This is an optimization exercise on Yosys and OpenROAD, whose aim is small area and a short achievable clock period, not a production implementation.
Where RTL was checked, it was by simulation tests only, not by an equivalence proof against the original.
No functional check of the RTL was part of runs 2 to 5.
The clock input has no modelled driver; a real chip could not lean on it and would need a root buffer or a full tree.
Power figures rest on the tool's default switching activity, not on a simulated workload.

==> flow/design.v <==
package mem_link_pkg;
  localparam int LINK_W    = 68;
  localparam int DATA_W    = 64;
  localparam int V_BIT     = 64;
  localparam int LAST_BIT  = 65;
  localparam int READY_BIT = 66;
  localparam int RSVD_BIT  = 67;
  typedef struct packed {
    logic              rsvd;
    logic              ready_and;
    logic              last;
    logic              v;
    logic [DATA_W-1:0] data;
  } mem_link_t;
  typedef enum logic [3:0] {
    OP_READ  = 4'h0,
    OP_WRITE = 4'h1,
    OP_UNSUP = 4'hF
  } mem_op_e;
  typedef struct packed {
    logic [35:0] rsvd;
    logic [7:0]  id;
    logic [3:0]  len;
    logic [11:0] addr;
    logic [3:0]  opcode;
  } mem_hdr_t;
endpackage
import mem_link_pkg::*;
module mem_link_word_ram #(
  parameter int DEPTH = 16
) (
  input  logic              clk_i,
  input  logic              clr_i,
  input  logic              we_i,
  input  logic [DEPTH-1:0]  pos_i,
  input  logic [DEPTH-1:0]  pos_nxt_i,
  input  logic [DATA_W-1:0] wdata_i,
  output logic [DATA_W-1:0] rdata_o
);
  localparam int HALF = DEPTH / 2;
  localparam logic [DEPTH-1:0] POL = {(DEPTH/4){4'b0110}};
  logic [DATA_W-1:0] ring_q [DEPTH];
  logic [DEPTH-1:0]  vld_q, vld_d, vld_x;
  logic [DEPTH-1:0]  rsel_q;
  logic [DEPTH-1:0]  rseln_q;
  logic [DATA_W-1:0] wbuf1_q, wbuf2_q;
  logic [HALF-1:0]   sel2a_q, ins_q, insn_q, ins_d;
  logic              use1_q;
  logic [DATA_W-1:0] ins_data_s;
  logic              odd_s;
  always_comb begin
    odd_s = 1'b0;
    for (int k = 0; k < HALF; k++) begin
      ins_d[k] = ~clr_i & ((we_i & pos_i[2*k+1]) | sel2a_q[k]);
      odd_s    = odd_s | pos_i[2*k+1];
    end
  end
  assign ins_data_s = use1_q ? wbuf1_q : wbuf2_q;
  always_ff @(posedge clk_i) begin
    for (int k = 0; k < HALF; k++) begin
      ring_q[2*k]   <= ~((ring_q[2*k+1] | {DATA_W{ins_q[k]}}) &
                         ((ins_data_s ^ {DATA_W{~POL[2*k]}}) | {DATA_W{insn_q[k]}}));
      ring_q[2*k+1] <= ring_q[(2*k+2) % DEPTH];
    end
    wbuf1_q <= wdata_i;
    wbuf2_q <= wbuf1_q;
  end
  always_comb begin
    for (int k = 0; k < HALF; k++) begin
      vld_x[2*k]   = ins_q[k] | vld_q[2*k+1];
      vld_x[2*k+1] = vld_q[(2*k+2) % DEPTH];
    end
  end
  assign vld_d = vld_x & {DEPTH{~clr_i}};
  always_ff @(posedge clk_i) begin
    vld_q <= vld_d;
    for (int p = 0; p < DEPTH; p++) begin
      rsel_q[p]  <= pos_nxt_i[(p+DEPTH-1) % DEPTH] & vld_x[p];
      rseln_q[p] <= ~(pos_nxt_i[(p+DEPTH-1) % DEPTH] & vld_x[p]);
    end
  end
  always_ff @(posedge clk_i) begin
    ins_q  <= ins_d;
    insn_q <= ~ins_d;
    if (clr_i) begin
      sel2a_q <= '0;
      use1_q  <= 1'b0;
    end else begin
      for (int k = 0; k < HALF; k++) begin
        sel2a_q[k] <= we_i & pos_i[(2*k+2) % DEPTH];
      end
      use1_q <= we_i & odd_s;
    end
  end
  always_comb begin
    rdata_o = '0;
    for (int p = 0; p < DEPTH; p++) begin
      if (POL[p]) begin
        rdata_o = rdata_o | ~({DATA_W{rseln_q[p]}} | ring_q[p]);
      end else begin
        rdata_o = rdata_o | ({DATA_W{rsel_q[p]}} & ring_q[p]);
      end
    end
  end
endmodule
import mem_link_pkg::*;
module mem_link_responder #(
  parameter int DEPTH = 16
) (
  input  logic              clk_i,
  input  logic              reset_n_i,
  input  logic [LINK_W-1:0] mem_fwd_link_i,
  output logic [LINK_W-1:0] mem_fwd_link_o,
  output logic [LINK_W-1:0] mem_rev_link_o
);
  localparam int AW = (DEPTH > 1) ? $clog2(DEPTH) : 1;
  logic st_idle_q, st_rx_q, st_drain_q, st_txh_q, st_txd_q;
  logic st_idle_d, st_rx_d, st_drain_d, st_txh_d, st_txd_d;
  logic rdy_en_q;
  logic is_rd_q, is_wr_q;
  logic [3:0]    len_q;
  logic [7:0]    id_q;
  logic [3:0]    rem_q;
  logic          rz_q, r1_q;
  logic [DEPTH-1:0] pos_q, pos_d;
  logic [AW-1:0]    base_q, base_d;
  logic [3:0]       blo_oh_q, bhi_oh_q;
  logic [3:1]       bge_q;
  logic [DEPTH-1:0] hdr_pos_s;
  logic              fwd_rdy_q;
  logic              rev_v_q, rev_last_q;
  logic [DATA_W-1:0] rev_data_q;
  logic              fwd_v_s, fwd_last_s, rev_ready_s;
  logic [DATA_W-1:0] fwd_data_s, rdata_s;
  mem_link_pkg::mem_hdr_t hdr_s;
  logic              unused_s;
  logic hdr_take_s, in_rd_s, in_wr_s, in_oth_s;
  logic rx_take_s, rem_zero_s, we_s;
  logic drain_done_s, rx_done_s;
  logic rev_take_s, ld_mem_s, hold_s;
  logic ld_hdr_in_s, ld_hdr_st_s;
  assign fwd_v_s     = mem_fwd_link_i[V_BIT];
  assign fwd_last_s  = mem_fwd_link_i[LAST_BIT];
  assign rev_ready_s = mem_fwd_link_i[READY_BIT];
  assign fwd_data_s  = mem_fwd_link_i[DATA_W-1:0];
  assign hdr_s       = mem_link_pkg::mem_hdr_t'(fwd_data_s);
  assign unused_s    = ^{mem_fwd_link_i[RSVD_BIT], hdr_s.rsvd, hdr_s.addr[11:AW]};
  assign in_rd_s     = (hdr_s.opcode == OP_READ);
  assign in_wr_s     = (hdr_s.opcode == OP_WRITE);
  assign in_oth_s    = ~in_rd_s & ~in_wr_s;
  assign rem_zero_s  = rz_q;
  assign hdr_take_s   = st_idle_q & rdy_en_q & fwd_v_s;
  assign rx_take_s    = st_rx_q & fwd_v_s;
  assign we_s         = rx_take_s;
  assign rx_done_s    = rx_take_s & rem_zero_s;
  assign drain_done_s = st_drain_q & fwd_v_s & fwd_last_s;
  assign rev_take_s   = (st_txh_q | st_txd_q) & rev_ready_s;
  mem_link_word_ram #(
    .DEPTH (DEPTH)
  ) u_ram (
    .clk_i   (clk_i),
    .clr_i   (~reset_n_i),
    .we_i    (we_s),
    .pos_i   (pos_q),
    .pos_nxt_i (pos_d),
    .wdata_i (fwd_data_s),
    .rdata_o (rdata_s)
  );
  always_comb begin
    st_idle_d  = st_idle_q & ~hdr_take_s;
    st_rx_d    = st_rx_q & ~rx_done_s;
    st_drain_d = st_drain_q & ~drain_done_s;
    st_txh_d   = st_txh_q & ~rev_ready_s;
    st_txd_d   = st_txd_q & ~(rev_ready_s & rem_zero_s);
    if (hdr_take_s) begin
      if (in_wr_s) begin
        st_rx_d = 1'b1;
      end else if (in_rd_s || fwd_last_s) begin
        st_txh_d = 1'b1;
      end else begin
        st_drain_d = 1'b1;
      end
    end
    if (rx_done_s || drain_done_s) begin
      st_txh_d = 1'b1;
    end
    if (st_txh_q && rev_ready_s) begin
      if (is_rd_q) begin
        st_txd_d = 1'b1;
      end else begin
        st_idle_d = 1'b1;
      end
    end
    if (st_txd_q && rev_ready_s && rem_zero_s) begin
      st_idle_d = 1'b1;
    end
  end
  assign ld_mem_s    = rev_take_s & ((st_txh_q & is_rd_q) | (st_txd_q & ~rem_zero_s));
  assign hold_s      = (st_txh_q | st_txd_q) & ~rev_ready_s;
  assign ld_hdr_in_s = hdr_take_s & (in_rd_s | (in_oth_s & fwd_last_s));
  assign ld_hdr_st_s = rx_done_s | drain_done_s;
  always_ff @(posedge clk_i) begin
    if (!reset_n_i) begin
      st_idle_q  <= 1'b1;
      st_rx_q    <= 1'b0;
      st_drain_q <= 1'b0;
      st_txh_q   <= 1'b0;
      st_txd_q   <= 1'b0;
      rdy_en_q   <= 1'b0;
    end else begin
      st_idle_q  <= st_idle_d;
      st_rx_q    <= st_rx_d;
      st_drain_q <= st_drain_d;
      st_txh_q   <= st_txh_d;
      st_txd_q   <= st_txd_d;
      rdy_en_q   <= 1'b1;
    end
  end
  assign base_d = reset_n_i ? base_q - AW'(1) : '0;
  always_ff @(posedge clk_i) begin
    base_q   <= base_d;
    blo_oh_q <= 4'(1) << base_d[1:0];
    bhi_oh_q <= 4'(1) << base_d[3:2];
    for (int k = 1; k < 4; k++) begin
      bge_q[k] <= (base_d[1:0] >= 2'(k));
    end
  end
  always_comb begin
    logic [3:0] alo_oh, ahi_oh, slo, x, shi;
    logic       c;
    alo_oh = 4'(1) << hdr_s.addr[1:0];
    ahi_oh = 4'(1) << hdr_s.addr[3:2];
    c = 1'b0;
    for (int i = 1; i < 4; i++) begin
      c = c | (alo_oh[i] & bge_q[4-i]);
    end
    for (int j = 0; j < 4; j++) begin
      slo[j] = 1'b0;
      x[j]   = 1'b0;
      for (int i = 0; i < 4; i++) begin
        slo[j] = slo[j] | (alo_oh[i] & blo_oh_q[(j-i) & 3]);
        x[j]   = x[j] | (ahi_oh[i] & bhi_oh_q[(j-i) & 3]);
      end
    end
    for (int j = 0; j < 4; j++) begin
      shi[j] = c ? x[(j+3) & 3] : x[j];
    end
    for (int p = 0; p < DEPTH; p++) begin
      hdr_pos_s[p] = slo[p & 3] & shi[p >> 2];
    end
  end
  always_comb begin
    if (st_idle_q) begin
      pos_d = hdr_pos_s;
    end else if (rx_take_s || ld_mem_s) begin
      pos_d = pos_q;
    end else begin
      pos_d = {pos_q[0], pos_q[DEPTH-1:1]};
    end
  end
  always_ff @(posedge clk_i) begin
    pos_q <= pos_d;
  end
  always_ff @(posedge clk_i) begin
    if (st_idle_q) begin
      is_rd_q <= in_rd_s;
      is_wr_q <= in_wr_s;
      len_q   <= hdr_s.len;
      id_q    <= hdr_s.id;
    end
  end
  always_ff @(posedge clk_i) begin
    if (st_idle_q) begin
      rem_q <= hdr_s.len;
      rz_q  <= (hdr_s.len == 4'd0);
      r1_q  <= (hdr_s.len == 4'd1);
    end else if (rx_take_s || (ld_mem_s && st_txd_q)) begin
      rem_q <= rem_q - 4'd1;
      rz_q  <= r1_q;
      r1_q  <= (rem_q == 4'd2);
    end
  end
  logic [DATA_W-1:0] hdr_in_s, hdr_st_s;
  assign hdr_in_s = {36'd0, hdr_s.id, hdr_s.len, 12'd0, in_rd_s ? 4'h0 : 4'hF};
  assign hdr_st_s = {36'd0, id_q, len_q, 12'd0, is_wr_q ? 4'h1 : 4'hF};
  always_ff @(posedge clk_i) begin
    if (!reset_n_i) begin
      fwd_rdy_q  <= 1'b0;
      rev_v_q    <= 1'b0;
      rev_last_q <= 1'b0;
      rev_data_q <= '0;
    end else begin
      fwd_rdy_q  <= st_idle_d | st_rx_d | st_drain_d;
      rev_v_q    <= st_txh_d | st_txd_d;
      if (!hold_s) begin
        rev_last_q <= (ld_hdr_in_s & ~in_rd_s) | ld_hdr_st_s |
                      (ld_mem_s & (st_txh_q ? rz_q : r1_q));
        rev_data_q <= ({DATA_W{ld_mem_s}} & rdata_s) |
                      ({DATA_W{ld_hdr_in_s}} & hdr_in_s) |
                      ({DATA_W{ld_hdr_st_s}} & hdr_st_s);
      end
    end
  end
  always_comb begin
    mem_fwd_link_o            = '0;
    mem_fwd_link_o[READY_BIT] = fwd_rdy_q;
    mem_rev_link_o            = '0;
    mem_rev_link_o[DATA_W-1:0] = rev_data_q;
    mem_rev_link_o[V_BIT]      = rev_v_q;
    mem_rev_link_o[LAST_BIT]   = rev_last_q;
  end
endmodule
==> flow/flow/run.sh <==
#!/bin/bash
# Own flow: the standard layout (standard.sh, standard synthesis) with
# these changes to how the layout is made:
#  - the ports are buffered with buf_2 cells (the default picks a slow delay
#    cell for them);
#  - CTS clusters up to 30 sinks per leaf buffer and inserts no dummy loads;
set -euo pipefail
cat >> config.mk <<EOC
export BUFFER_PORTS_ARGS = -buffer_cell sky130_fd_sc_hd__buf_2
export CTS_ARGS = -sink_clustering_enable -repair_clock_nets -sink_clustering_size 30 -sink_clustering_max_diameter 100 -dont_use_dummy_load
export PRE_CTS_TCL = $PWD/flow/noroot_cts.tcl
EOC
bash standard.sh > flow_make.log 2>&1
==> flow/flow/noroot_cts.tcl <==
rename clock_tree_synthesis my_tritoncts

proc my_is_clkbuf {inst} {
  return [string match "sky130_fd_sc_hd__clkbuf_*" [[$inst getMaster] getName]]
}

proc my_out_net {inst} {
  foreach it [$inst getITerms] {
    if {[$it isOutputSignal]} { return [$it getNet] }
  }
  return "NULL"
}

proc my_loads {net} {
  set loads {}
  foreach it [$net getITerms] {
    if {[$it isInputSignal]} { lappend loads $it }
  }
  return $loads
}

proc my_drop_root_buffer {} {
  set block [ord::get_db_block]
  set clk [$block findNet clk_i]
  set loads [my_loads $clk]
  if {[llength $loads] != 1} { return }
  set root [[lindex $loads 0] getInst]
  if {![my_is_clkbuf $root]} { return }
  set rnet [my_out_net $root]
  set sub [my_loads $rnet]
  if {[llength $sub] > 4} { return }
  foreach s $sub {
    if {![my_is_clkbuf [$s getInst]]} { return }
  }
  foreach s $sub {
    $s disconnect
    $s connect $clk
  }
  foreach o [$root getITerms] { $o disconnect }
  odb::dbInst_destroy $root
  odb::dbNet_destroy $rnet
  puts "my_drop_root_buffer: clk_i now drives [llength $sub] clock buffers"
}

proc clock_tree_synthesis {args} {
  my_tritoncts {*}$args
  my_drop_root_buffer
}
==> flow/standard.sh <==
#!/bin/bash
# synth_recipe.tcl (not shown) runs the flow's synth.tcl, then flattens the netlist and writes it again
# the make line also repeats each setting of config.mk as NAME=value (left out here)
make -C /OpenROAD-flow-scripts/flow DESIGN_CONFIG=/design/flow/config.mk WORK_HOME=/design/flow/orfs CLKGATE_MAP_FILE= SYNTH_SCRIPT=/design/flow/synth_recipe.tcl "${@:-finish}"
==> flow/config.mk <==
export PLATFORM = sky130hd
export DESIGN_NAME = mem_link_responder
export DESIGN_NICKNAME = mem_link_responder
export VERILOG_FILES = /design/flow/design.v
export SDC_FILE = /design/flow/constraint.sdc
export NUM_CORES = 4
export LEC_CHECK = 0
export ABC_CLOCK_PERIOD_IN_PS = 2000
export CAP_MARGIN = 20
export CORE_MARGIN = 2
export CORE_UTILIZATION = 40
export SETUP_SLACK_MARGIN = 3.3
export SLEW_MARGIN = 20
export TNS_END_PERCENT = 10
export BUFFER_PORTS_ARGS = -buffer_cell sky130_fd_sc_hd__buf_2
export CTS_ARGS = -sink_clustering_enable -repair_clock_nets -sink_clustering_size 30 -sink_clustering_max_diameter 100 -dont_use_dummy_load
export PRE_CTS_TCL = /design/flow/flow/noroot_cts.tcl
==> flow/constraint.sdc <==
create_clock -name core_clock -period 5.2 [get_ports {clk_i}]
set_input_delay 1.0400 -clock core_clock [delete_from_list [all_inputs] [get_ports {clk_i}]]
set_output_delay 1.0400 -clock core_clock [all_outputs]
set_load 0.01 [all_outputs]
==> results.txt, run 1 <==
final worst path period need 2.075 ns; Largest stage delay, worst path 0.43 ns; Min-Delay Path Class flip-flop to flip-flop; core area 0.1004 mm^2; Area contributors post-synth dfxtp_1 (65%), o22ai_1 (10%), mux2_2 (2.1%); share of total power in combinational logic 0.037; Seq cells post-synth 1,332; largest area contributor in the netlist dfxtp_1; DRT Pass-1 Iters 8; Nets 3,685; # DRC 0; chip width 322.9 um; post-placement cell area 0.04221 mm^2; asr flop ratio synth 0; Rows 116; CP top delay family flip-flops; routed vias 31,100; NetSw 0.003503 W; clk_skew 0.06332 ns; cell count after synthesis 3,533; layout cells sized above 1 0.1526; worst slew pin tran 0.9912 ns; Via density 6.258; VDD IR max 0.0003492 V; Initial Util 0.4050; setup_tns 0 ns; crit-path cells buf_6; die area 0.1043 mm^2; largest net degree at the start of global routing 88; Commonest cells post-synth dfxtp_1 (1,312), o22ai_1 (658), nand2_1 (184), clkbuf_1 (163), nor2_1 (134); top_reg_cell synth dfxtp_1; GRT Total Usage 0.2740; Hold-fix buffers, CTS 0; final std cells w/o fill 4,970; drt wl/cell 29.92 um; Max Fclk 0.4820 GHz; crit start category flip-flop; Final Cell Area 0.04580 mm^2; Fillers 9,184; gr ovfl total 0; Inst Count DP 4,793; Final HPWL DP 70,350 um; Yosys top cell area share 0.6457; Clock power frac 0.301; Clk pin slew, worst setup/hold paths 0.11 ns; CP max stage cell dfxtp_4; die height 322.9 um; initial antenna violation count 7; critical setup path kind flip-flop to output pin; leakage 17.03 nW; first-pass GRT wire length 209,500 um; register share of total power 0.662; Period Utilization, post-route 0.3990; Max-Cap Viols 0; Iter 0 DRT Violations 4,244; WP data required 4.16 ns; Post-synth EDFFs 20; CP Capture Type output pin; synthesis-to-finish area growth 12.58%; Synthesis Warnings 3; I/O Buffers 135; total wire length 148,700 um; mean post-synth cell area 11.51 um^2; R2R Setup Slk 3.22 ns; Worst Path Arrival 1.03 ns; Top Ports 206; status finished clean; CP Buf/Inv Count 1; Net Sw Frac 0.2195; Final Max Tran Viols 0; unrepaired setup endpoints after global routing true; crit path max fanout 2; top-count cell post-synth dfxtp_1; number of global-route vias before repair 29,990; mapped cell area 0.04068 mm^2; internal power contribution 0.01246 W; Clk Latency, worst-skew pair 0.46 ns; library cells used by synthesis 64; GPL Wtd Cong 0.8136; Fin. Hold Viols 0; Max-slew headroom 0.3392; sequential fraction of the synthesis area 0.6605; post-route antenna net violation count 0; Final setup viols 0; pwr dens 348.5 mW/mm^2; # clock sinks 1,332
==> cell type report <==
type | instances | area (um^2) | area share
diodes | 3 | 7.507 | 0.0001639
clock buffers | 51 | 1276 | 0.02787
inverters | 28 | 105.1 | 0.002295
multi-input cells | 1894 | 12630 | 0.2758
flip-flops and latches | 1332 | 27060 | 0.5910
repair buffers | 305 | 3017 | 0.06587
well taps | 1357 | 1698 | 0.03707
==> cells by family after synthesis <==
kind of cell             count (synthesis)  synth area share
buffers and inverters                  378           0.04380
adder cells (fa/ha/maj)                  3         0.0009229
multiplexers                           165           0.04438
other                                    1        0.00009219
AND/OR/NAND/NOR                        408           0.04275
flip-flops                            1332            0.6605
AO/OA/AOI/OAI                         1242            0.2067
XOR/XNOR                                 4         0.0008614
==> cells in the final DEF (no fill, tap or decap), types with 53 or more instances in the layout <==
cell type,synthesis,layout
a221oi_1,62,61
dfxtp_1,1312,1244
buf_2,56,99
conb_1,1,69
a211oi_1,60,60
o22ai_1,658,658
buf_4,74,96
mux2i_1,83,80
nor2_1,134,134
mux2_2,75,67
o2111ai_1,70,70
a22oi_1,77,77
nand2_1,184,182
a21oi_1,54,54
o21ai_0,107,97
clkbuf_16,0,53
==> routing by layer <==
metal	vias to the layer above	routed length, um	global-route usage
met5	-	55	0
met3	415	16690	0.06392
li1	13210	-	-
met1	15420	61920	0.3785
met2	2049	63400	0.4095
met4	10	6652	0.1187
==> stage by stage <==
stage / setup slack (ns) / utilization / hold WS (ns) / power [W]
finish: 3.125 / 0.4560 / 0.3029 / 0.01596
global route: 3.119 / 0.4559 / 0.3144 / 0.01636
CTS: 3.136 / 0.4504 / 0.3051 / 0.01594
detailed placement: 1.848 / 0.4202 / 0.3325 / 0.01126
global placement: 1.884 / 0.4202 / 0.3276 / 0.01125
floorplan: 2.918 / - / 0.3259 / 0.01112
==> state kept, by name (all words and copies together), names as in the netlist, 16 cells and up <==
register / count
u_ram.vld_q: 16
u_ram.ring_q: 1024
u_ram.wbuf1_q: 64
pos_q: 16
rev_data_q: 64
u_ram.wbuf2_q: 64
==> path summary, 6_finish.rpt <==
| check | from | end | cells past startpoint |
|---|---|---|---|
| setup / recovery | rev_data_q[7] | mem_rev_link_o[7] | 1 |
| hold / removal | u_ram.ring_q[6][58] | u_ram.ring_q[5][58] | 0 |
| setup reg to reg | u_ram.ins_q[2] | u_ram.ring_q[4][58] | 2 |
| hold reg to reg | u_ram.ring_q[6][58] | u_ram.ring_q[5][58] | 0 |
==> power groups by stage <==
stage | sequential [W] | combinational [W] | clock (W)
3_5_place_dp | 0.0108 | 0.000468 | 0
5_1_grt | 0.0106 | 0.000627 | 0.00515
6_report | 0.0106 | 0.000587 | 0.00481
2_1_floorplan | 0.0108 | 0.000361 | 0
4_1_cts | 0.0106 | 0.000570 | 0.00482
3_3_place_gp | 0.0108 | 0.000467 | 0
==> what timing repair did <==
item / in CTS / in global routing
pin swaps: 10 / 9
cloned: 5 / 2
setup endpoints to repair: 549 / 461
gates resized for setup: 117 / 84
setup buffers: 96 / 20
==> run 2, diff against run 1 <==
--- a/flow/design.v
+++ b/flow/design.v
@@ -31,7 +31,9 @@
 ) (
   input  logic              clk_i,
   input  logic              clr_i,
-  input  logic              we_i,
+  input  logic              v_i,
+  input  logic              rx_i,
+  input  logic              rx_nxt_i,
   input  logic [DEPTH-1:0]  pos_i,
   input  logic [DEPTH-1:0]  pos_nxt_i,
   input  logic [DATA_W-1:0] wdata_i,
@@ -43,31 +45,31 @@
   logic [DEPTH-1:0]  vld_q, vld_d, vld_x;
   logic [DEPTH-1:0]  rsel_q;
   logic [DEPTH-1:0]  rseln_q;
-  logic [DATA_W-1:0] wbuf1_q, wbuf2_q;
-  logic [HALF-1:0]   sel2a_q, ins_q, insn_q, ins_d;
+  logic [DATA_W-1:0] wbuf1_q;
+  logic [HALF-1:0]   cand_q, candn_q, sel1_q, sel1n_q, ins_s, insn_s, sel1_d;
   logic              use1_q;
+  logic              we_s;
   logic [DATA_W-1:0] ins_data_s;
-  logic              odd_s;
+  assign we_s = v_i & rx_i;
   always_comb begin
-    odd_s = 1'b0;
     for (int k = 0; k < HALF; k++) begin
-      ins_d[k] = ~clr_i & ((we_i & pos_i[2*k+1]) | sel2a_q[k]);
-      odd_s    = odd_s | pos_i[2*k+1];
+      ins_s[k]  = (v_i & cand_q[k]) | sel1_q[k];
+      insn_s[k] = (~v_i | candn_q[k]) & sel1n_q[k];
+      sel1_d[k] = ~clr_i & we_s & pos_i[2*k+1];
     end
   end
-  assign ins_data_s = use1_q ? wbuf1_q : wbuf2_q;
+  assign ins_data_s = use1_q ? wbuf1_q : wdata_i;
   always_ff @(posedge clk_i) begin
     for (int k = 0; k < HALF; k++) begin
-      ring_q[2*k]   <= ~((ring_q[2*k+1] | {DATA_W{ins_q[k]}}) &
-                         ((ins_data_s ^ {DATA_W{~POL[2*k]}}) | {DATA_W{insn_q[k]}}));
+      ring_q[2*k]   <= ~((ring_q[2*k+1] | {DATA_W{ins_s[k]}}) &
+                         ((ins_data_s ^ {DATA_W{~POL[2*k]}}) | {DATA_W{insn_s[k]}}));
       ring_q[2*k+1] <= ring_q[(2*k+2) % DEPTH];
     end
     wbuf1_q <= wdata_i;
-    wbuf2_q <= wbuf1_q;
   end
   always_comb begin
     for (int k = 0; k < HALF; k++) begin
-      vld_x[2*k]   = ins_q[k] | vld_q[2*k+1];
+      vld_x[2*k]   = ins_s[k] | vld_q[2*k+1];
       vld_x[2*k+1] = vld_q[(2*k+2) % DEPTH];
     end
   end
@@ -80,16 +82,12 @@
     end
   end
   always_ff @(posedge clk_i) begin
-    ins_q  <= ins_d;
-    insn_q <= ~ins_d;
-    if (clr_i) begin
-      sel2a_q <= '0;
-      use1_q  <= 1'b0;
-    end else begin
-      for (int k = 0; k < HALF; k++) begin
-        sel2a_q[k] <= we_i & pos_i[(2*k+2) % DEPTH];
-      end
-      use1_q <= we_i & odd_s;
+    sel1_q  <= sel1_d;
+    sel1n_q <= ~sel1_d;
+    use1_q  <= |sel1_d;
+    for (int k = 0; k < HALF; k++) begin
+      cand_q[k]  <= rx_nxt_i & pos_nxt_i[2*k];
+      candn_q[k] <= ~(rx_nxt_i & pos_nxt_i[2*k]);
     end
   end
   always_comb begin
@@ -135,7 +133,7 @@
   mem_link_pkg::mem_hdr_t hdr_s;
   logic              unused_s;
   logic hdr_take_s, in_rd_s, in_wr_s, in_oth_s;
-  logic rx_take_s, rem_zero_s, we_s;
+  logic rx_take_s, rem_zero_s;
   logic drain_done_s, rx_done_s;
   logic rev_take_s, ld_mem_s, hold_s;
   logic ld_hdr_in_s, ld_hdr_st_s;
@@ -151,7 +149,6 @@
   assign rem_zero_s  = rz_q;
   assign hdr_take_s   = st_idle_q & rdy_en_q & fwd_v_s;
   assign rx_take_s    = st_rx_q & fwd_v_s;
-  assign we_s         = rx_take_s;
   assign rx_done_s    = rx_take_s & rem_zero_s;
   assign drain_done_s = st_drain_q & fwd_v_s & fwd_last_s;
   assign rev_take_s   = (st_txh_q | st_txd_q) & rev_ready_s;
@@ -160,7 +157,9 @@
   ) u_ram (
     .clk_i   (clk_i),
     .clr_i   (~reset_n_i),
-    .we_i    (we_s),
+    .v_i     (fwd_v_s),
+    .rx_i    (st_rx_q),
+    .rx_nxt_i (st_rx_d & reset_n_i),
     .pos_i   (pos_q),
     .pos_nxt_i (pos_d),
     .wdata_i (fwd_data_s),
==> run 2 against run 1 <==
Count of clock-buffer cells in the layout is 4 lower. Global-route usage is 1.7 points higher. Critical path depth rose by 6. First-iteration DRC count up 11%. Sequential cell count decreased by 56. Final cell count fell by 1.6%. Sequential share of layout area decreased by 1.7 points. Wire length up 6.7%. Clock skew is 0.014 ns lower. Final area down 1.8%. Synthesized cell count fell by 0.71%. Critical path type is now flip-flop to flip-flop. Largest power group unchanged. Highest routed layer unchanged.
==> results.txt, run 2 <==
Max Fclk 0.4613 GHz (-4.3%); Initial Util 0.4033 (-0.001731); Synthesis Warnings 3 (unchanged); Rows 115 (-0.86%); first-pass GRT wire length 216,900 um (+3.5%); die height 319 um (-1.2%); R2R Setup Slk 3.03 ns (-0.19 ns); post-synthesis mux area share 0.04498 (+0.0005996); WP data required 5.52 ns (+1.36 ns); crit start category flip-flop; setup_tns 0 ns (unchanged); grt met2 use 0.4461 (+0.03655); cell count after synthesis 3,508 (-0.71%); Hold EP u_ram.ring_q[11][63]; Iter 0 DRT Violations 4,717 (+11%); I/O Buffers 135 (unchanged); library cells used by synthesis 69 (+7.8%); largest registers u_ram.ring_q: 1024 flops, rev_data_q: 64 flops, u_ram.wbuf1_q: 64 flops; reg2reg start u_ram.rseln_q[5]; complex-gate fraction of the synthesized area 0.2140 (+0.007222); Worst Path Arrival 2.49 ns (+1.46 ns); Post-synth EDFFs 20 (unchanged); critical setup path kind flip-flop to flip-flop; met1 Use GR 0.3900 (+0.01154); GPL Wtd Cong 0.8061 (-0.92%); most frequent cells in the layout dfxtp_1 (1,233), o22ai_1 (649), nand2_1 (205); simple-gate area share of the yosys netlist 0.04278 (about the same); Area contributors post-synth dfxtp_1 (63%), o22ai_1 (10%), mux2i_1 (2.1%); gr ovfl total 0 (unchanged); final worst path period need 2.168 ns (+0.09314 ns); register area 0.02582 mm^2 (-4.6%); Clk Latency, worst-skew pair 0.46 ns (about the same); status finished clean; Fin. Hold Viols 0 (unchanged); main combinational cell family by area after synthesis compound AO/OA/AOI/OAI gates; drt wl/cell 32.46 um (+8.5%); area occupied by multi-input gates 0.01315 mm^2 (+4.1%); mean post-synth cell area 11.31 um^2 (-1.7%); Final HPWL DP 70,700 um (+0.50%); layout cells sized above 1 0.1592 (+0.006579); XOR/XNOR Fraction of Synth Area 0.0008827 (+0.00002142); FF-to-FF End rev_data_q[45]; Top Ports 206 (unchanged); # DRC 0 (unchanged); Reg2Reg Depth 7 (+5); number of global-route vias before repair 29,720 (-0.93%); Hold-fix buffers, CTS 0 (unchanged); post-placement cell area 0.04111 mm^2 (-2.6%); Final Max Tran Viols 0 (unchanged); largest net degree at the start of global routing 65 (-26%); Max-slew headroom 0.3794 (+0.04021); Largest stage delay, worst path 0.50 ns (+0.07 ns); CP max stage cell o21ai_0; Fillers 9,141 (-0.47%); Yosys top cell area share 0.6335 (-0.01219); leakage 16.63 nW (-2.4%); Period Utilization, post-route 0.4169 (+0.01791); largest area contributor in the netlist dfxtp_1; Seq cells post-synth 1,276 (-4.2%); Clk pin slew, worst setup/hold paths 0.12 ns (about the same); synthesis-to-finish area growth 13.34%; asr flop ratio synth 0 (unchanged); mapped cell area 0.03969 mm^2 (-2.4%); total wire length 158,700 um (+6.7%); DRT Pass-1 Iters 6 (-2); crit-path cells buf_12 -> buf_6 -> o22ai_1 -> a211oi_1 -> o2111ai_1 -> o21ai_0 -> a21oi_1; pwr dens 343.6 mW/mm^2 (-1.4%); # clock sinks 1,276 (-4.2%); top-count cell post-synth dfxtp_1; Final Cell Area 0.04499 mm^2 (-1.8%); routed vias 31,770 (+2.2%); Via density 6.499 (+3.8%); CP Capture Type flip-flop; die area 0.1018 mm^2 (-2.4%); CP top delay family compound AO/OA/AOI/OAI gates; most common cell after layout, fill and taps aside dfxtp_1; largest reg by FF count u_ram.ring_q; Nets 3,674 (-0.30%); clk_skew 0.04898 ns (-0.01434 ns); unrepaired setup endpoints after global routing true; GRT Total Usage 0.2915 (+0.01750); VDD IR max 0.0002655 V (-24%); HP Start u_ram.ring_q[12][63]; crit path max fanout 14 (+12); Final setup viols 0 (unchanged); Hold Path Depth 0 (unchanged); met3 Usage GRT 0.06687 (+0.002946); Max-Cap Viols 0 (unchanged); top_reg_cell synth dfxtp_1; CP Buf/Inv Count 2 (+1); core area 0.09842 mm^2 (-2.0%); chip width 319 um (-1.2%); initial antenna violation count 7 (unchanged); sequential fraction of the synthesis area 0.6486 (-0.01182); Largest register FFs 1,024 (unchanged); Min-Delay Path Class flip-flop to flip-flop; GR peak layer met2; worst slew pin tran 0.9309 ns (-0.06031 ns); Synth Area in Adders 0.0009457 (+0.00002295); Commonest cells post-synth dfxtp_1 (1,256), o22ai_1 (653), nand2_1 (206), nor2_1 (162), a21oi_1 (111); post-route antenna net violation count 0 (unchanged)
==> run 2: cell count changes after synthesis, moves of 15 or more <==
cell | before | now
nor2_1 | 134 | 162
a21oi_1 | 54 | 111
a21boi_0 | 43 | 1
nor2b_1 | 18 | 0
clkbuf_1 | 163 | 106
nand2_1 | 184 | 206
and3_1 | 17 | 2
dfxtp_1 | 1312 | 1256
buf_2 | 56 | 95
a211oi_1 | 60 | 45
a22oi_1 | 77 | 57
==> run 2: cell families after synthesis <==
logic type / Yosys count
DFF: 1276
AOI/OAI and AO/OA: 1263
and+or+nand+nor: 417
buffers and inverters: 381
muxes: 163
xor gates and xnor gates: 4
adders and majority gates: 3
other: 1
==> run 2: what timing repair did <==
item,CTS,global route
pin swaps,19,35
gates resized for setup,95,122
cloned,25,8
setup endpoints to repair,734,327
setup buffers,64,45
==> run 2: stage by stage <==
step	setup slack, ns	util	hold slack (ns)	power, W	std cells
2_1_floorplan	2.998	-	0.3259	0.01076	3576
3_3_place_gp	1.808	0.4177	0.3305	0.01092	4697
3_5_place_dp	1.815	0.4177	0.3322	0.01093	4697
4_1_cts	3.106	0.4456	0.3309	0.01532	4833
5_1_grt	3.120	0.4570	0.3300	0.01586	4886
6_report	3.032	0.4571	0.3227	0.01546	4889
==> run 2: power by group <==
part	internal (W)	total [W]	switching, W	leakage [nW]
clock network	0.00164	0.00457	0.00293	0.579
registers	0.0101	0.0102	0.000155	10.6
logic	0.000281	0.000682	0.000402	5.46
total	0.0120	0.0155	0.00349	16.6
==> run 2: layout make-up <==
type	instances	share of cell area
diodes	3	0.0001669
multi-input cells	1943	0.2922
well taps	1287	0.03580
flip-flops and latches	1276	0.5740
repair buffers	304	0.06887
clock buffers	47	0.02614
inverters	29	0.002754
==> run 2: worst max-delay path by stage <==
stage / startpoint / end / slack [ns] / cells past startpoint
floorplan: mem_fwd_link_i[4] / pos_q[12] / 3.00 / 6
global placement: mem_fwd_link_i[64] / u_ram.ring_q[0][32] / 1.81 / 5
detailed placement: mem_fwd_link_i[64] / u_ram.ring_q[0][32] / 1.81 / 5
CTS: mem_fwd_link_i[5] / u_ram.rseln_q[6] / 3.11 / 6
global route: rev_data_q[18] / mem_rev_link_o[18] / 3.12 / 1
finish: u_ram.rseln_q[5] / rev_data_q[45] / 3.03 / 7
==> run 2: per-layer routing <==
layer	wire length (um)	up-vias
li1	-	13240
met3	18930	503
met1	62360	15640
met2	68250	2386
met5	50	-
met4	9105	8
==> run 2: worst reg2reg max path, cell delays in order (launching register included) <==
cell and delay, ns:
dfxtp_4 0.47, buf_12 0.19, buf_6 0.27, o22ai_1 0.14
a211oi_1 0.19, o2111ai_1 0.13, o21ai_0 0.50, a21oi_1 0.14
==> run 3, diff against run 2 <==
--- a/flow/design.v
+++ b/flow/design.v
@@ -40,13 +40,11 @@
   output logic [DATA_W-1:0] rdata_o
 );
   localparam int HALF = DEPTH / 2;
-  localparam logic [DEPTH-1:0] POL = {(DEPTH/4){4'b0110}};
   logic [DATA_W-1:0] ring_q [DEPTH];
   logic [DEPTH-1:0]  vld_q, vld_d, vld_x;
   logic [DEPTH-1:0]  rsel_q;
-  logic [DEPTH-1:0]  rseln_q;
   logic [DATA_W-1:0] wbuf1_q;
-  logic [HALF-1:0]   cand_q, candn_q, sel1_q, sel1n_q, ins_s, insn_s, sel1_d;
+  logic [HALF-1:0]   cand_q, sel1_q, ins_s, sel1_d;
   logic              use1_q;
   logic              we_s;
   logic [DATA_W-1:0] ins_data_s;
@@ -54,15 +52,13 @@
   always_comb begin
     for (int k = 0; k < HALF; k++) begin
       ins_s[k]  = (v_i & cand_q[k]) | sel1_q[k];
-      insn_s[k] = (~v_i | candn_q[k]) & sel1n_q[k];
       sel1_d[k] = ~clr_i & we_s & pos_i[2*k+1];
     end
   end
   assign ins_data_s = use1_q ? wbuf1_q : wdata_i;
   always_ff @(posedge clk_i) begin
     for (int k = 0; k < HALF; k++) begin
-      ring_q[2*k]   <= ~((ring_q[2*k+1] | {DATA_W{ins_s[k]}}) &
-                         ((ins_data_s ^ {DATA_W{~POL[2*k]}}) | {DATA_W{insn_s[k]}}));
+      ring_q[2*k]   <= ins_s[k] ? ins_data_s : ring_q[2*k+1];
       ring_q[2*k+1] <= ring_q[(2*k+2) % DEPTH];
     end
     wbuf1_q <= wdata_i;
@@ -78,26 +74,19 @@
     vld_q <= vld_d;
     for (int p = 0; p < DEPTH; p++) begin
       rsel_q[p]  <= pos_nxt_i[(p+DEPTH-1) % DEPTH] & vld_x[p];
-      rseln_q[p] <= ~(pos_nxt_i[(p+DEPTH-1) % DEPTH] & vld_x[p]);
     end
   end
   always_ff @(posedge clk_i) begin
     sel1_q  <= sel1_d;
-    sel1n_q <= ~sel1_d;
     use1_q  <= |sel1_d;
     for (int k = 0; k < HALF; k++) begin
       cand_q[k]  <= rx_nxt_i & pos_nxt_i[2*k];
-      candn_q[k] <= ~(rx_nxt_i & pos_nxt_i[2*k]);
     end
   end
   always_comb begin
     rdata_o = '0;
     for (int p = 0; p < DEPTH; p++) begin
-      if (POL[p]) begin
-        rdata_o = rdata_o | ~({DATA_W{rseln_q[p]}} | ring_q[p]);
-      end else begin
-        rdata_o = rdata_o | ({DATA_W{rsel_q[p]}} & ring_q[p]);
-      end
+      rdata_o = rdata_o | ({DATA_W{rsel_q[p]}} & ring_q[p]);
     end
   end
 endmodule
==> run 3 against run 2 <==
Still clean. Largest power group unchanged. Non-clock buffer count fell by 83. Register-to-register slack better by 0.07 ns. Highest routed layer unchanged. Hold slack better by 0.00089 ns.
==> results.txt, run 3 <==
GPL Wtd Cong 0.7753 (-3.8%); Fin. Hold Viols 0 (unchanged); Fillers 9,186 (+0.49%); CP Capture Type flip-flop; post-layout util 0.4442 (-0.01292); CP Launch Point mem_fwd_link_i[64]; chip width 318.6 um (-0.13%); clk_skew 0.05137 ns (+0.002392 ns); library cells used by synthesis 51 (-26%); mean post-synth cell area 10.77 um^2 (-4.8%); core area 0.09828 mm^2 (-0.15%); Area contributors post-synth dfxtp_1 (63%), a21oi_1 (6.7%), nor2_1 (5.7%); layout cells sized above 1 0.1106 (-0.04861); Initial Util 0.4028 (-0.0005172); Post-synth EDFFs 20 (unchanged); top-count cell post-synth dfxtp_1; # clock sinks 1,260 (-1.3%); DRT Pass-1 Iters 5 (-1); Tot Pwr 0.01527 W (-1.2%); R2R Setup Slk 3.10 ns (+0.07 ns); Top Ports 206 (unchanged); routed vias 29,550 (-7.0%); largest reg by FF count u_ram.ring_q; die area 0.1015 mm^2 (-0.27%); Worst Setup EP u_ram.ring_q[6][59]; Synthesis Warnings 3 (unchanged); status finished clean; Via density 5.937 (-8.7%); crit start category primary input; Iter 0 DRT Violations 3,232 (-31%); Final setup viols 0 (unchanged); Seq cells post-synth 1,260 (-1.3%); cell count after synthesis 3,675 (+4.8%); largest area contributor in the netlist dfxtp_1; critical setup path kind primary input to flip-flop; crit path max fanout 35 (+21); Max-slew headroom 0.1869 (-0.1926); gr ovfl total 0 (unchanged); number of global-route vias before repair 27,890 (-6.1%); VDD IR max 0.0002116 V (-20%); Clk Latency, worst-skew pair 0.46 ns (about the same); # DRC 0 (unchanged); Nets 3,764 (+2.4%); worst slew pin tran 1.186 ns (+0.2549 ns); Final HPWL DP 62,980 um (-11%); post-route antenna net violation count 0 (unchanged); largest net degree at the start of global routing 71 (+9.2%); Yosys top cell area share 0.6272 (-0.006350); Max-Cap Viols 0 (unchanged); pwr dens 349.7 mW/mm^2 (+1.8%); final worst path period need 2.191 ns (+0.02325 ns); Hold-fix buffers, CTS 0 (unchanged); initial antenna violation count 8 (+1); Inst Count DP 4,861 (+3.5%); leakage 16.52 nW (-0.64%); largest registers u_ram.ring_q: 1024 flops, rev_data_q: 64 flops, u_ram.wbuf1_q: 64 flops; final std cells w/o fill 4,978 (+1.8%); Reg2Reg Depth 5 (-2); reg2reg start u_ram.rsel_q[5]; most frequent cells in the layout dfxtp_1 (1,219), nor2_1 (600), a21oi_1 (526); drt wl/cell 26.67 um (-18%); synthesis-to-finish area growth 10.28%; Commonest cells post-synth dfxtp_1 (1,240), nor2_1 (602), a21oi_1 (526), a221oi_1 (239), a22o_1 (228); setup_tns 0 ns (unchanged); Largest register FFs 1,024 (unchanged); GRT Total Usage 0.2521 (-0.03940); Clk pin slew, worst setup/hold paths 0.11 ns (about the same); Rows 115 (unchanged); most common cell after layout, fill and taps aside dfxtp_1; sequential fraction of the synthesis area 0.6423 (-0.006308); Min-Delay Path Class flip-flop to flip-flop; total wire length 132,800 um (-16%); FF-to-FF End rev_data_q[1]; Period Utilization, post-route 0.4213 (+0.004471); top_reg_cell synth dfxtp_1; first-pass GRT wire length 191,900 um (-12%); mapped cell area 0.03958 mm^2 (-0.27%); Max Fclk 0.4564 GHz (-1.1%); I/O Buffers 135 (unchanged); die height 318.6 um (-0.13%); Worst Path Arrival 2.57 ns (+0.08 ns); Final Max Tran Viols 0 (unchanged); WP data required 5.58 ns (+0.06 ns); asr flop ratio synth 0 (unchanged); unrepaired setup endpoints after global routing true
-- run 3: cell count changes in the layout (fill, tap and decap cells not counted), moves of 48 or more --
cell       before  now
mux2_2         65    3
o21ai_0        97   21
nand2_1       205   25
nor2_1        158  600
a22o_1          7  228
o22ai_1       649   24
buf_4          81   33
a22oi_1        56  108
o2111ai_1      62    0
a221oi_1       59  228
a21oi_1       108  526
-- run 3: cell families (layout without fill, tap and decap cells) --
| kind of cell | count (synthesis) | after routing | synth area share |
|---|---|---|---|
| adder cells (fa/ha/maj) | 3 | 3 | 0.0009484 |
| multiplexers | 101 | 101 | 0.02817 |
| AO/OA/AOI/OAI | 1195 | 1214 | 0.2061 |
| buffers and inverters | 361 | 288 | 0.04362 |
| AND/OR/NAND/NOR | 750 | 750 | 0.07783 |
| XOR/XNOR | 4 | 4 | 0.0008853 |
| flip-flops | 1260 | 1260 | 0.6423 |
| other | 1 | 71 | 0.00009474 |
-- run 3: how the worst min path moves through the flow --
stage | startpoint | end | slack, ns | cells after the start
6_report | u_ram.ring_q[14][6] | u_ram.ring_q[13][6] | 0.32 | 0
5_1_grt | u_ram.ring_q[0][62] | u_ram.ring_q[15][62] | 0.33 | 0
4_1_cts | u_ram.ring_q[0][9] | u_ram.ring_q[15][9] | 0.33 | 0
3_5_place_dp | u_ram.ring_q[12][39] | u_ram.ring_q[11][39] | 0.34 | 0
3_3_place_gp | u_ram.ring_q[10][26] | u_ram.ring_q[9][26] | 0.33 | 0
2_1_floorplan | u_ram.ring_q[2][62] | u_ram.ring_q[1][62] | 0.33 | 0
-- run 3: what timing repair did --
| item | 4_1_cts | 5_1_grt |
|---|---|---|
| buffers inserted | 48 | 1 |
| pin swaps | 15 | 0 |
| cloned | 19 | 0 |
| hold endpoints to repair | 0 | 0 |
| endpoints found under the setup margin | 720 | 510 |
| gates resized for setup | 128 | 8 |
-- run 3: final cells by class --
type / count / area, um^2 / share of cell area
antenna: 2 / 5.005 / 0.0001147
sequential: 1260 / 25500 / 0.5841
inverter: 20 / 101.3 / 0.002322
tap: 1287 / 1610 / 0.03689
multi-input combinational: 2141 / 13340 / 0.3055
clock buffer: 47 / 1176 / 0.02694
timing repair buffer: 221 / 1927 / 0.04414
-- run 3: worst max-delay path, stage by stage --
cell	delay (ns)
buf_8	0.27
a21o_2	0.93
nor2_1	0.10
a21oi_1	0.15
-- run 3: stage by stage --
step	area (um^2)	setup slack, ns	hold WS (ns)
4_1_cts	43600	3.060	0.3307
5_1_grt	43650	2.984	0.3305
3_5_place_dp	41050	1.912	0.3361
2_1_floorplan	40010	2.889	0.3308
3_3_place_gp	41050	1.902	0.3321
6_report	43650	3.009	0.3236
-- run 3: report_power, final --
part           total [W]  internal [W]  switching (W)
clock network    0.00449       0.00164        0.00285
registers         0.0102       0.00999       0.000173
logic           0.000617      0.000239       0.000378
total             0.0153        0.0119        0.00340
-- run 3: routing by layer --
metal	global-route usage	routed length (um)	part of all wire	up-vias
li1	-	-	-	13160
met1	0.3572	57740	0.43	14790
met2	0.3951	58420	0.44	1370
met3	0.04624	12620	0.095	228
met4	0.06603	3925	0.030	8
met5	0	57	0.00043	-
==> run 4, diff against run 3 <==
--- a/flow/config.mk
+++ b/flow/config.mk
@@ -11,7 +11,6 @@
 export CORE_UTILIZATION = 40
 export SETUP_SLACK_MARGIN = 3.3
 export SLEW_MARGIN = 20
-export TNS_END_PERCENT = 10
 export BUFFER_PORTS_ARGS = -buffer_cell sky130_fd_sc_hd__buf_2
 export CTS_ARGS = -sink_clustering_enable -repair_clock_nets -sink_clustering_size 30 -sink_clustering_max_diameter 100 -dont_use_dummy_load
 export PRE_CTS_TCL = /design/flow/flow/noroot_cts.tcl
==> run 4 against run 3 <==
Combinational power increased by 23%. Register-to-register slack improved by 0.10 ns. Sequential share of layout area decreased by 2.5 points. Sequential power about the same. Highest routed layer unchanged. Largest cell class unchanged. Clock power about the same. Global-route usage increased by 0.43 points. Still clean. Utilization increased by 2.2 points. Via count increased by 1.7%.
==> results.txt, run 4 <==
gr ovfl total 0 (unchanged); Max-slew headroom 0.2946 (+0.1078); Worst Path Arrival 2.37 ns (-0.20 ns); final std cells w/o fill 5,062 (+1.7%); largest reg by FF count u_ram.ring_q; Fillers 8,899 (-3.1%); mapped cell area 0.03958 mm^2 (unchanged); Iter 0 DRT Violations 3,412 (+5.6%); Max-Cap Viols 0 (unchanged); CP max stage cell mux2_4; Via density 5.939 (about the same); Yosys top cell area share 0.6272 (unchanged); number of global-route vias before repair 28,670 (+2.8%); asr flop ratio synth 0 (unchanged); # DRC 0 (unchanged); clk_skew 0.03689 ns (-0.01448 ns); WP data required 5.53 ns (-0.05 ns); chip width 318.6 um (unchanged); crit start category primary input; share of total power in combinational logic 0.049 (+0.009); die height 318.6 um (unchanged); Fin. Hold Viols 0 (unchanged); Post-synth EDFFs 20 (unchanged); CP top delay family multiplexers; GRT Total Usage 0.2564 (+0.004307); post-placement cell area 0.04111 mm^2 (+0.13%); layout cells sized above 1 0.1632 (+0.05262); Period Utilization, post-route 0.3938 (-0.02752); PnR worst setup slack 3.152 ns (+0.1431 ns); Net Sw Frac 0.2243 (+0.001466); critical setup path kind primary input to flip-flop; Top Ports 206 (unchanged); top-count cell post-synth dfxtp_1; synthesis-to-finish area growth 15.63%; library cells used by synthesis 51 (unchanged); internal power contribution 0.01196 W (+0.78%); Rows 115 (unchanged); Largest stage delay, worst path 0.30 ns (-0.63 ns); crit-path cells buf_12 -> mux2_4 -> mux2_4 -> buf_6 -> mux2i_4 -> buf_12 -> or3_1 -> o31ai_1; Min-Delay Path Class flip-flop to flip-flop; I/O Buffers 135 (unchanged); post-layout util 0.4657 (+0.02154); Final HPWL DP 62,650 um (-0.53%); Reg2Reg Depth 4 (-1); drt wl/cell 26.84 um (+0.61%); Clk pin slew, worst setup/hold paths 0.11 ns (about the same); NetSw 0.003457 W (+1.6%); largest net degree at the start of global routing 74 (+4.2%); status finished clean; DRT Pass-1 Iters 8 (+3); CP Capture Type flip-flop; crit path max fanout 7 (-80%); Final Cell Area 0.04577 mm^2 (+4.8%); largest area contributor in the netlist dfxtp_1; core area 0.09828 mm^2 (unchanged); Hold Path Depth 0 (unchanged); total wire length 135,800 um (+2.3%); most frequent cells in the layout dfxtp_1 (1,155), nor2_1 (599), a21oi_1 (526); CP Depth 8 (+4); GPL Wtd Cong 0.7771 (+0.23%); post-route antenna net violation count 0 (unchanged); cell count after synthesis 3,675 (unchanged); Clock power frac 0.291 (-0.003); VDD IR max 0.0002288 V (+8.1%); Largest register FFs 1,024 (unchanged); most common cell after layout, fill and taps aside dfxtp_1; Area contributors post-synth dfxtp_1 (63%), a21oi_1 (6.7%), nor2_1 (5.7%); top_reg_cell synth dfxtp_1; largest registers u_ram.ring_q: 1024 flops, rev_data_q: 64 flops, u_ram.wbuf1_q: 64 flops; Final setup viols 0 (unchanged); Inst Count DP 4,861 (unchanged); # clock sinks 1,260 (unchanged); CP Buf/Inv Count 3 (+2); final worst path period need 2.048 ns (-0.1431 ns); post-place setup slack 2.082 ns (+0.1700 ns); first-pass GRT wire length 195,300 um (+1.8%); mean post-synth cell area 10.77 um^2 (unchanged); setup_tns 0 ns (unchanged); Final Max Tran Viols 0 (unchanged); unrepaired setup endpoints after global routing true; Commonest cells post-synth dfxtp_1 (1,240), nor2_1 (602), a21oi_1 (526), a221oi_1 (239), a22o_1 (228); register share of total power 0.660 (-0.005); Seq cells post-synth 1,260 (unchanged); Synthesis Warnings 3 (unchanged); routed vias 30,060 (+1.7%); die area 0.1015 mm^2 (unchanged); Nets 3,849 (+2.3%); worst slew pin tran 1.029 ns (-0.1572 ns); Initial Util 0.4028 (unchanged); initial antenna violation count 3 (-5); sequential fraction of the synthesis area 0.6423 (unchanged); leakage 17.33 nW (+4.9%); Clk Latency, worst-skew pair 0.45 ns (about the same); pwr dens 336.8 mW/mm^2 (-3.7%); Max Fclk 0.4883 GHz (+7.0%)
run 4: worst paths after layout:
check	start	to	slack, ns
max	mem_fwd_link_i[6]	u_ram.rsel_q[6]	3.15
min	u_ram.ring_q[4][18]	u_ram.ring_q[3][18]	0.31
max reg2reg	st_idle_q	u_ram.rsel_q[14]	3.20
min reg2reg	u_ram.ring_q[4][18]	u_ram.ring_q[3][18]	0.31
run 4: area by class of cell:
class	instances	area, um^2	share of cell area
Antenna cell	1	2.502	0.00005468
Inverter	20	80.08	0.001750
Multi-Input combinational cell	2138	13850	0.3026
Tap cell	1287	1610	0.03518
Sequential cell	1260	25590	0.5591
Timing Repair Buffer	309	3463	0.07567
Clock buffer	47	1176	0.02570
run 4: what timing repair did:
action | in CTS | in global routing
setup buffers | 112 | 18
gates resized for setup | 315 | 93
gates cloned | 20 | 3
hold buffers | 0 | 0
setup endpoints to repair | 709 | 180
pin swaps | 19 | 29
run 4: per-stage QoR:
step | hold WS, ns | power [W]
after floorplan | 0.3308 | 0.01073
after global placement | 0.3325 | 0.01089
after detailed placement | 0.3365 | 0.01090
after CTS | 0.3132 | 0.01538
after global routing | 0.3173 | 0.01587
final | 0.3102 | 0.01541
run 4: kinds of logic (layout without fill, tap and decap cells):
logic type,count (synthesis),in the layout,share of synthesized area
multiplexers,101,101,0.02817
flip-flops,1260,1260,0.6423
AO/OA/AOI/OAI,1195,1211,0.2061
buffers and inverters,361,376,0.04362
AND/OR/NAND/NOR,750,750,0.07783
adder cells (fa/ha/maj),3,3,0.0009484
XOR/XNOR,4,4,0.0008853
other,1,70,0.00009474
run 4: routing by layer:
layer | part of all wire | global-route usage | vias up
met1 | 0.44 | 0.3633 | 15050
met2 | 0.44 | 0.4012 | 1456
li1 | - | - | 13340
met4 | 0.031 | 0.07499 | 4
met3 | 0.093 | 0.04331 | 222
met5 | 0.00022 | 0 | -
run 4: power by group through the flow:
stage	logic [W]	clock network (W)	registers (W)
after global routing	0.000814	0.00485	0.0102
final	0.000760	0.00449	0.0102
after detailed placement	0.000525	0	0.0104
after global placement	0.000519	0	0.0104
after floorplan	0.000404	0	0.0103
after CTS	0.000703	0.00452	0.0102
==> run 5, diff against run 4 <==
--- a/flow/config.mk
+++ b/flow/config.mk
@@ -11,6 +11,7 @@
 export CORE_UTILIZATION = 40
 export SETUP_SLACK_MARGIN = 3.3
 export SLEW_MARGIN = 20
+export TNS_END_PERCENT = 30
 export BUFFER_PORTS_ARGS = -buffer_cell sky130_fd_sc_hd__buf_2
 export CTS_ARGS = -sink_clustering_enable -repair_clock_nets -sink_clustering_size 30 -sink_clustering_max_diameter 100 -dont_use_dummy_load
 export PRE_CTS_TCL = /design/flow/flow/noroot_cts.tcl
==> run 5 against run 4 <==
Utilization shrank 0.80 points. Worst setup slack lost 0.0011 ns. Count of clock-buffer cells in the layout is the same. Die area is the same. Global-route usage shrank 0.48 points. Sequential share of layout area grew 0.89 points. Register-to-register slack gained 0.09 ns. Non-clock buffer count shrank 12. Final area shrank 1.7%. Clock power is essentially flat. Fmax is essentially flat. Highest routed layer unchanged.
==> results.txt, run 5 <==
status finished clean; largest net degree at the start of global routing 83 (+12%); Yosys top cell area share 0.6272 (unchanged); crit-path cells buf_12 -> mux2_4 -> mux2_4 -> buf_4 -> mux2i_4 -> buf_12 -> or3_1 -> o31ai_1; layout cells sized above 1 0.1371 (-0.02610); gr ovfl total 0 (unchanged); Clk Latency, worst-skew pair 0.46 ns (about the same); clk_skew 0.03367 ns (-0.003229 ns); pwr dens 341.4 mW/mm^2 (+1.4%); Rows 115 (unchanged); DR top layer met5; GRT Total Usage 0.2517 (-0.004751); # DRC 0 (unchanged); leakage 17.10 nW (-1.4%); chip width 318.6 um (unchanged); Nets 3,838 (-0.29%); Fillers 9,064 (+1.9%); DRT met1 WL 57,860 um (-2.4%); number of global-route vias before repair 27,970 (-2.4%); Max-Cap Viols 0 (unchanged); Largest stage delay, worst path 0.30 ns (about the same); # clock sinks 1,260 (unchanged); CP Buf/Inv Count 3 (unchanged); worst slew pin tran 1.107 ns (+0.07839 ns); crit start category primary input; first-pass GRT wire length 191,700 um (-1.8%); GPL Wtd Cong 0.7613 (-2.0%); CP Depth 8 (unchanged); Iter 0 DRT Violations 3,598 (+5.5%); final std cells w/o fill 5,050 (-0.24%); Via density 5.896 (-0.73%); Period Utilization, post-route 0.3940 (about the same); Inst Count DP 4,860 (-0.021%); register area 0.02555 mm^2 (-0.15%); cell count after synthesis 3,675 (unchanged); CP Capture Type flip-flop; asr flop ratio synth 0 (unchanged); Max Fclk 0.4881 GHz (about the same); Antenna Cells 0 (-1); critical setup path kind primary input to flip-flop; Initial Util 0.4028 (unchanged); drt wl/cell 26.78 um (-0.20%); DRT Pass-1 Iters 6 (-2); final worst path period need 2.049 ns (+0.001060 ns); initial antenna violation count 6 (+3); Reg2Reg Depth 5 (+1); I/O Buffers 135 (unchanged); top_reg_cell synth dfxtp_1; routed vias 29,770 (-0.96%); area occupied by multi-input gates 0.01345 mm^2 (-2.8%); Hold Path Depth 0 (unchanged); crit path max fanout 10 (+3); Max-slew headroom 0.2409 (-0.05375); core area 0.09828 mm^2 (unchanged); Final setup viols 0 (unchanged); synthesis-to-finish area growth 13.64%; VDD IR max 0.0002589 V (+13%); Commonest cells post-synth dfxtp_1 (1,240), nor2_1 (602), a21oi_1 (526), a221oi_1 (239), a22o_1 (228); DR WL met3 12,180 um (-3.6%); die height 318.6 um (unchanged); largest area contributor in the netlist dfxtp_1; Worst Path Arrival 2.39 ns (+0.02 ns); Hold-fix buffers, CTS 0 (unchanged); sequential fraction of the synthesis area 0.6423 (unchanged); largest registers u_ram.ring_q: 1024 flops, rev_data_q: 64 flops, u_ram.wbuf1_q: 64 flops; Fin. Hold Viols 0 (unchanged); top-count cell post-synth dfxtp_1; library cells used by synthesis 51 (unchanged); total wire length 135,200 um (-0.44%); Seq cells post-synth 1,260 (unchanged); wire length on met2 61,050 um (+2.3%); Synthesis Warnings 3 (unchanged); die area 0.1015 mm^2 (unchanged); CP max stage cell mux2_4; WP data required 5.54 ns (about the same); Top Ports 206 (unchanged); most frequent cells in the layout dfxtp_1 (1,189), nor2_1 (600), a21oi_1 (526); WHS 0.3156 ns (+0.005413 ns); Clk pin slew, worst setup/hold paths 0.12 ns (about the same); Final HPWL DP 63,170 um (+0.84%); Final Max Tran Viols 0 (unchanged); Area contributors post-synth dfxtp_1 (63%), a21oi_1 (6.7%), nor2_1 (5.7%); Min-Delay Path Class flip-flop to flip-flop; Largest register FFs 1,024 (unchanged); CP top delay family multiplexers; post-route antenna net violation count 0 (unchanged); mean post-synth cell area 10.77 um^2 (unchanged); Post-synth EDFFs 20 (unchanged); most common cell after layout, fill and taps aside dfxtp_1; mapped cell area 0.03958 mm^2 (unchanged); largest reg by FF count u_ram.ring_q; setup_tns 0 ns (unchanged); unrepaired setup endpoints after global routing true
run 5: cell counts after synthesis:
No cell type changed its count.
run 5: layout make-up:
| type | count | area share |
|---|---|---|
| Clock buffer | 47 | 0.02615 |
| Multi-Input combinational cell | 2139 | 0.2991 |
| Sequential cell | 1260 | 0.5680 |
| Inverter | 20 | 0.001725 |
| Timing Repair Buffer | 297 | 0.06918 |
| Tap cell | 1287 | 0.03580 |
run 5: report_power, final:
| group | internal (W) | total, W | switching (W) |
|---|---|---|---|
| Clock | 0.00164 | 0.00450 | 0.00286 |
| Combinational | 0.000293 | 0.000695 | 0.000402 |
| Sequential | 0.00998 | 0.0102 | 0.000175 |
| Total | 0.0119 | 0.0154 | 0.00344 |
run 5: stage by stage:
step	cell area, um^2	power, W	utilization	setup WS, ns
after floorplan	40120	0.01073	-	2.889
after global placement	41090	0.01088	0.4181	2.120
after detailed placement	41090	0.01089	0.4181	2.079
after CTS	43770	0.01534	0.4453	3.097
after global routing	44980	0.01580	0.4577	3.140
final	44980	0.01536	0.4577	3.151
run 5: per-layer routing:
layer / up-vias / track usage
met4: 12 / 0.06751
met2: 1467 / 0.4031
met1: 14750 / 0.3501
li1: 13320 / -
met5: - / 0
met3: 228 / 0.04407
run 5: cells by family (layout without fill, tap and decap cells):
kind of cell | count (synthesis) | in the layout | share of synthesized area
flip-flops | 1260 | 1260 | 0.6423
other | 1 | 69 | 0.00009474
AND/OR/NAND/NOR | 750 | 750 | 0.07783
AO/OA/AOI/OAI | 1195 | 1212 | 0.2061
adder cells (fa/ha/maj) | 3 | 3 | 0.0009484
buffers and inverters | 361 | 364 | 0.04362
XOR/XNOR | 4 | 4 | 0.0008853
multiplexers | 101 | 101 | 0.02817
run 5: path summary, 6_finish.rpt:
| check | slack (ns) | start | to |
|---|---|---|---|
| min | 0.32 | u_ram.ring_q[10][57] | u_ram.ring_q[9][57] |
| max | 3.15 | mem_fwd_link_i[6] | u_ram.rsel_q[2] |
| max reg2reg | 3.29 | is_rd_q | pos_q[14] |
| min reg2reg | 0.32 | u_ram.ring_q[10][57] | u_ram.ring_q[9][57] |
run 5: repair_timing:
| item | CTS | global route |
|---|---|---|
| setup buffers | 59 | 61 |
| resized for setup | 124 | 156 |
| cloned | 21 | 2 |
| pin swaps | 11 | 12 |
| hold endpoints to repair | 0 | 0 |
| setup endpoints to repair | 716 | 294 |

==> afterwards: timing with drivers on the ports <==
The results above use ideal ports. As a check the final layouts listed here were re-extracted and re-timed, cells and wires unchanged. Step 1: set_driving_cell puts a clkbuf_16 on clk_i and a buf_2 on each other input, an assumption about the parent block. Step 2 times the ports against the registers' clock, not the clock port: input delays grow and output delays shrink by t, the midpoint of the rising clock arrivals with the driver on. Three values: ideal ports, drivers, drivers and shift; two values: the first two.
run	shift t [ns]	setup WS [ns]	worst setup path at the end	cell pins on the clock port's net
run 1	0.579	3.125 / 2.990 / 2.703	input to register	4
run 2	0.590	3.032 / 2.998 / 2.656	input to register	4
run 3	0.577	3.009 / 2.958 / 2.500	input to register	4
run 4	0.568	3.152 / 3.047 / 2.664	input to register	4
run 5	0.575	3.151 / 3.055 / 2.629	input to register	4
After both steps every run listed still meets setup and hold. For run 5, which loses most, drivers alone change the setup slack by -0.096 ns; drivers and shift together by -0.522 ns.
